What follows belongs to an exercise in optimizing a design on an open flow for small area and a short achievable clock period; a production flow would make more cautious choices. The RTL was checked by simulation tests, not by an equivalence proof against the original design.

== v6 ==
==> flow/design.v (excerpt) <==
module instr_mix_profiler #(
   parameter int unsigned CNT_W = 16
) (
   input  logic             clk,
   input  logic             rst,
   input  logic             in_valid,
   input  logic [22:0]      instruction_type,
   input  logic [4:0]       instruction_format,
   input  logic             clear,
   input  logic             rd_en,
   input  logic [4:0]       rd_sel,
   output logic             rd_valid,
   output logic [CNT_W-1:0] rd_data,
   output logic             rd_err
);
==> module sat_counter_bank, before the edit <==
module sat_counter_bank #(
   parameter int unsigned N     = 23,
   parameter int unsigned CNT_W = 16
) (
   input  logic                    clk,
   input  logic [N-1:0]            sel,
   input  logic [N-1:0]            inc,
   input  logic                    zero,
   output logic [N-1:0][CNT_W-1:0] q
);
   logic [N-1:0][CNT_W-1:0] cnt_q;
   logic [CNT_W-1:0]        cur, nxt;
   logic [CNT_W:0]          pre;    
   assign pre[0] = 1'b1;
   for (genvar i = 1; i <= CNT_W; i++) begin : g_pre
      assign pre[i] = &cur[i-1:0];
   end
   always_comb begin
      cur = '0;
      for (int unsigned j = 0; j < N; j++) begin
         cur = cur | (cnt_q[j] & {CNT_W{sel[j]}});
      end
      for (int unsigned i = 0; i < CNT_W; i++) begin
         nxt[i] = cur[i] ? (pre[CNT_W] | ~pre[i]) : pre[i];
      end
      if (zero) nxt = CNT_W'(1);
   end
   always_ff @(posedge clk) begin
      for (int unsigned j = 0; j < N; j++) begin
         if (inc[j] || zero) begin
            cnt_q[j][CNT_W-1:1] <= nxt[CNT_W-1:1] & {(CNT_W-1){~zero}};
            cnt_q[j][0]         <= nxt[0] & (inc[j] | ~zero);
         end
      end
   end
   assign q = cnt_q;
endmodule
==> flow/config.mk <==
export PLATFORM = sky130hd
export DESIGN_NAME = instr_mix_profiler
export DESIGN_NICKNAME = instr_mix_profiler
export VERILOG_FILES = /design/flow/design.v
export SDC_FILE = /design/flow/constraint.sdc
export NUM_CORES = 4
export LEC_CHECK = 0
export CAP_MARGIN = 20
export CORE_MARGIN = 2
export CORE_UTILIZATION = 45
export CTS_CLUSTER_DIAMETER = 60
export CTS_CLUSTER_SIZE = 16
export SETUP_SLACK_MARGIN = 4.8
export SLEW_MARGIN = 20
export TNS_END_PERCENT = 0
==> flow/constraint.sdc <==
create_clock -name core_clock -period 7.5 [get_ports {clk}]
set_input_delay 1.5000 -clock core_clock [delete_from_list [all_inputs] [get_ports {clk}]]
set_output_delay 1.5000 -clock core_clock [all_outputs]
set_load 0.01 [all_outputs]
standard.sh (not shown) runs the stock make flow with config.mk's settings and CLKGATE_MAP_FILE= SYNTH_SCRIPT=/design/flow/synth_recipe.tcl, a recipe that flattens the netlist after the stock synthesis.
==> flow/flow/run.sh <==
#!/bin/bash
# The standard layout (standard synthesis unchanged), with two changes:
# the port buffers are sky130_fd_sc_hd__buf_4 instead of the delay-cell
# buffer buffer_ports picks by default, and clock tree synthesis inserts no
# dummy loads. Each tool's full output goes to ORFS's own logs under orfs/logs.
export BUFFER_PORTS_ARGS="-buffer_cell sky130_fd_sc_hd__buf_4"
export CTS_ARGS="-sink_clustering_enable -repair_clock_nets -sink_clustering_size 16 -sink_clustering_max_diameter 60 -dont_use_dummy_load"
bash standard.sh > standard.log 2>&1
--- input diff v6..v7 ---
==> flow/design.v, changed modules only <==
module sat_counter_bank #(
   parameter int unsigned N     = 23,
   parameter int unsigned CNT_W = 16
) (
   input  logic                    clk,
   input  logic [N-1:0]            sel,
   input  logic [N-1:0]            inc,
   input  logic                    zero,
   output logic [N-1:0][CNT_W-1:0] q
);
   logic [N-1:0][CNT_W-1:0] cnt_q;
   logic [CNT_W-1:0]        cur, nxt;
   logic [CNT_W:0]          pre;    
   assign pre[0] = 1'b1;
   for (genvar i = 1; i <= CNT_W; i++) begin : g_pre
      assign pre[i] = &cur[i-1:0];
   end
   always_comb begin
      cur = '0;
      for (int unsigned j = 0; j < N; j++) begin
         cur = cur | (cnt_q[j] & {CNT_W{sel[j]}});
      end
      for (int unsigned i = 0; i < CNT_W; i++) begin
         nxt[i] = cur[i] ? (pre[CNT_W] | ~pre[i]) : pre[i];
      end
   end
   always_ff @(posedge clk) begin
      for (int unsigned j = 0; j < N; j++) begin
         if (inc[j] || zero) begin
            cnt_q[j] <= nxt & {CNT_W{~zero}};
         end
      end
   end
   assign q = cnt_q;
endmodule
The capture point of the critical path comes out u_types.cnt_q[53] in one run and rd_data_q[0] in the other, namely in v7 and v6 respectively. v7 does worse than v6 on via count. In the flow results for v6 and v7, the DRC violation total after the first TritonRoute iteration is smaller on v6. NOTE final area v6->v7 increased by a few percent. In v7 the worst setup slack turned out 0.30 ns higher than in v6. The more densely filled core belongs to v7, not v6. v7 vs. v6: number of cells upsized or downsized after cts has increased; non-clock inverter instance count of the final layout has decreased.

-- separate check: timing with driven ports --
Ports are ideal in the flow. The routed layouts listed here were re-timed in OpenROAD. Step 1 (the two cells are an assumption about what drives the block):
set clk [get_ports {clk}]
set_driving_cell -lib_cell sky130_fd_sc_hd__clkbuf_16 $clk
set_driving_cell -lib_cell sky130_fd_sc_hd__buf_2 [delete_from_list [all_inputs] $clk]
Step 2 moves the port delays by t, midway between the first and last clock arrival at a register: inputs arrive t later, outputs are due t later. That takes back most of the time a late clock gives input paths. Slacks: no drivers / after step 1 / after step 2; pairs: no drivers / after step 1.
run | t, ns | slack for setup (ns) | hold WS [ns] | worst slew at a driven data input, ns
v6 | 0.622 | 4.304 / 4.315 / 3.693 | 0.480 / 0.480 / 0.480 | 0.07
v7 | 0.627 | 4.600 / 4.600 / 3.985 | 0.476 / 0.476 / 0.476 | 0.08
After both steps setup and hold are still met in every run listed. For v7, which loses most, drivers alone change the setup slack by 0.000 ns; drivers and shift together by -0.615 ns.
